Context: an optimization exercise on an open-source flow, tuned for small area. The choices shown serve that exercise and are no tape-out recipe.
Where RTL was checked, it was by simulation tests only, not by an equivalence proof against the original.

==> willow: inputs <==
## fft_dit_top
module fft_dit_top (
   input  wire        clk,
   input  wire        rst_n,
   input  wire [23:0] in_x,
   input  wire        in_nd,
   output wire [23:0] out_x,
   output wire        out_nd,
   output reg         overflow
);
clock: 10.0 ns
lec_check: 0
cap_margin: 20
core_margin: 2
core_utilization: 55
cts_cluster_diameter: 100
cts_cluster_size: 26
place_density: 0.7
slew_margin: 20
run.sh (not shown) runs the stock make flow with config.mk's settings and CLKGATE_MAP_FILE= SYNTH_SCRIPT=/design/flow/synth_recipe.tcl, a recipe that flattens the netlist after the stock synthesis.
==> inputs of nickel, as changes to willow <==
--- a/flow/config.mk
+++ b/flow/config.mk
@@ -9,6 +9,5 @@
 export CORE_MARGIN = 2
-export CORE_UTILIZATION = 55
+export CORE_UTILIZATION = 60
 export CTS_CLUSTER_DIAMETER = 100
-export CTS_CLUSTER_SIZE = 26
-export PLACE_DENSITY = 0.7
+export CTS_CLUSTER_SIZE = 24
 export SLEW_MARGIN = 20
==> inputs of yarrow, as changes to willow <==
--- a/flow/config.mk
+++ b/flow/config.mk
@@ -11,4 +11,3 @@
 export CTS_CLUSTER_DIAMETER = 100
-export CTS_CLUSTER_SIZE = 26
-export PLACE_DENSITY = 0.7
+export CTS_CLUSTER_SIZE = 24
 export SLEW_MARGIN = 20
==> comparison <==
yarrow finished with timing, DRC and antenna clean. nickel went through all stages and came out clean. willow produced a clean layout. Clock-buffer cell count, highest first: yarrow, nickel, willow. Via count is about the same in yarrow and nickel. The lowest worst hold slack belongs to willow, the highest to nickel. Of nickel and willow, nickel has the higher global-route usage (gap 2.6 points). The lowest fmax belongs to nickel, the highest to willow. Non-clock buffer count: nickel is higher than yarrow (2). In die area, willow and yarrow do not differ.
==> figures <==
                                                           willow          nickel          yarrow
Via count of the first global-routing pass                   28.4k           27.6k           27.7k
Pin slew with the least headroom to its limit              1.09 ns         1.13 ns         1.16 ns
Total iterations of the first detailed-routing run               7               6               6
Detailed-placement wirelength estimate                     84.8 mm         81.8 mm         84.2 mm
Outcome                                             finished clean  finished clean  finished clean
Layout-to-synthesis area ratio                              1.075x          1.071x          1.076x
Clock-cell share                                             2.58%           2.63%           2.92%
Die Footprint                                           80,900 µm²      74,300 µm²      80,900 µm²
Drt wl/cell                                                27.1 µm         27.3 µm         28.0 µm
Number of DRC markers in iteration 0                         4,104           4,015           3,525
Non-clk buf share                                            2.68%           2.43%           2.39%
Fin crit share                                               93.5%           95.3%           94.8%
Largest net degree at the start of global routing              200             164             162
Fill cell instance count of the final layout                 5,992           5,414           6,154
Number of diodes                                                 0               2               0

==> inputs of run a <==
Another version of the RTL of fft_dit_top (not shown whole).
clock: 10.0 ns
lec_check: 0
cap_margin: 20
core_margin: 2
core_utilization: 50
cts_cluster_diameter: 110
cts_cluster_size: 22
slew_margin: 20
==> inputs of run b, as changes to run a <==
--- a/flow/design.v
+++ b/flow/design.v
@@ -858,20 +858,21 @@
    wire        mc2  = e_negim ? z_lo : 1'b1;
    wire [13:0] pp   = {pp_s, 1'b1} + {pp_c[11:0], c_lo, pc2};
    wire [13:0] mm   = {mm_s, 1'b1} + {mm_c[11:0], ~c_lo, mc2};
    wire [11:0] o0_im = e_negim ? mm[13:2] : pp[13:2];
    wire [11:0] o1_im = e_negim ? pp[13:2] : mm[13:2];
    reg  [12:0] r_re_q;
    reg         z_re_q;
    always @(posedge clk)
-   begin
-      r_re_q <= pp[13:1];
-      z_re_q <= z_lo;
-   end
+      if (e_c1)
+      begin
+         r_re_q <= pp[13:1];
+         z_re_q <= z_lo;
+      end
    wire [12:0] r_re = e_tc ? {x[11], x} : r_re_q;
    wire        z_re = e_tc | z_re_q;
    wire n_644 = r_re[0] ^ e_negre;
    wire n_645 = r_re[1] ^ e_negre;
    wire n_646 = r_re[2] ^ e_negre;
    wire n_647 = r_re[3] ^ e_negre;
    wire n_648 = r_re[4] ^ e_negre;
    wire n_649 = r_re[5] ^ e_negre;
- CORE_UTILIZATION: 50 -> 55
- CTS_BUF_LIST: unset -> sky130_fd_sc_hd__clkbuf_8
- CTS_CLUSTER_DIAMETER: 110 -> unset
- CTS_CLUSTER_SIZE: 22 -> unset
==> results list <==
- The flow ran to the end and the layout has no timing, DRC or antenna violations.
- Summing the areas of all xor and xnor instances in the mapped netlist gives under 10% of the synthesized area.
- For the worst setup path, the data arrival time is 9.82 ns.
- Die width: 286 um
- Routability-driven placement finished with a final weighted congestion of 0.941.
- Detailed routing placed a total of 13100 um of wire on met3.
* Clock insertion delay at the later pin of the skew report: 0.83 ns
- Met3 GRT Util: 6.28%
[end of results for run b]
==> results list <==
- Routability-driven placement congestion ratio: 0.958
- The run finished with no timing, DRC or antenna violations.
- Data on the critical path arrives at its endpoint at 9.62 ns.
* Met3 GRT Util: 5.05%
- Met3 wire length: 11400 um
[end of results for run a]
Only the layout flow was run in run b; the RTL was not checked for function there.

what the ideal ports hide:
The flow's constraints put no driver on any port. The routed layouts listed below were extracted and timed again, unchanged, in two steps.
Step 1: set_driving_cell puts a clkbuf_16 on clk and a buf_2 on each other input, an assumption about the parent block.
Step 2, shift: input delay + t, output delay - t, t = (earliest + latest rising clock arrival at the registers) / 2. This alone moves slack from input paths to output paths.
a / b / c = ideal ports / drivers / drivers and shift; a / b = the first two.
| run | t (ns) | slack for setup (ns) | cell pins on the clock port's net |
|---|---|---|---|
| willow | 0.678 | 0.653 / 0.653 / 0.653 | 1 |
| nickel | 0.661 | 0.472 / 0.472 / 0.472 | 1 |
| yarrow | 0.691 | 0.516 / 0.516 / 0.516 | 1 |
| run a | 0.697 | 0.731 / 0.731 / 0.731 | 1 |
| run b | 0.863 | 0.665 / 0.665 / 0.665 | 1 |
After both steps every run listed still meets setup and hold.
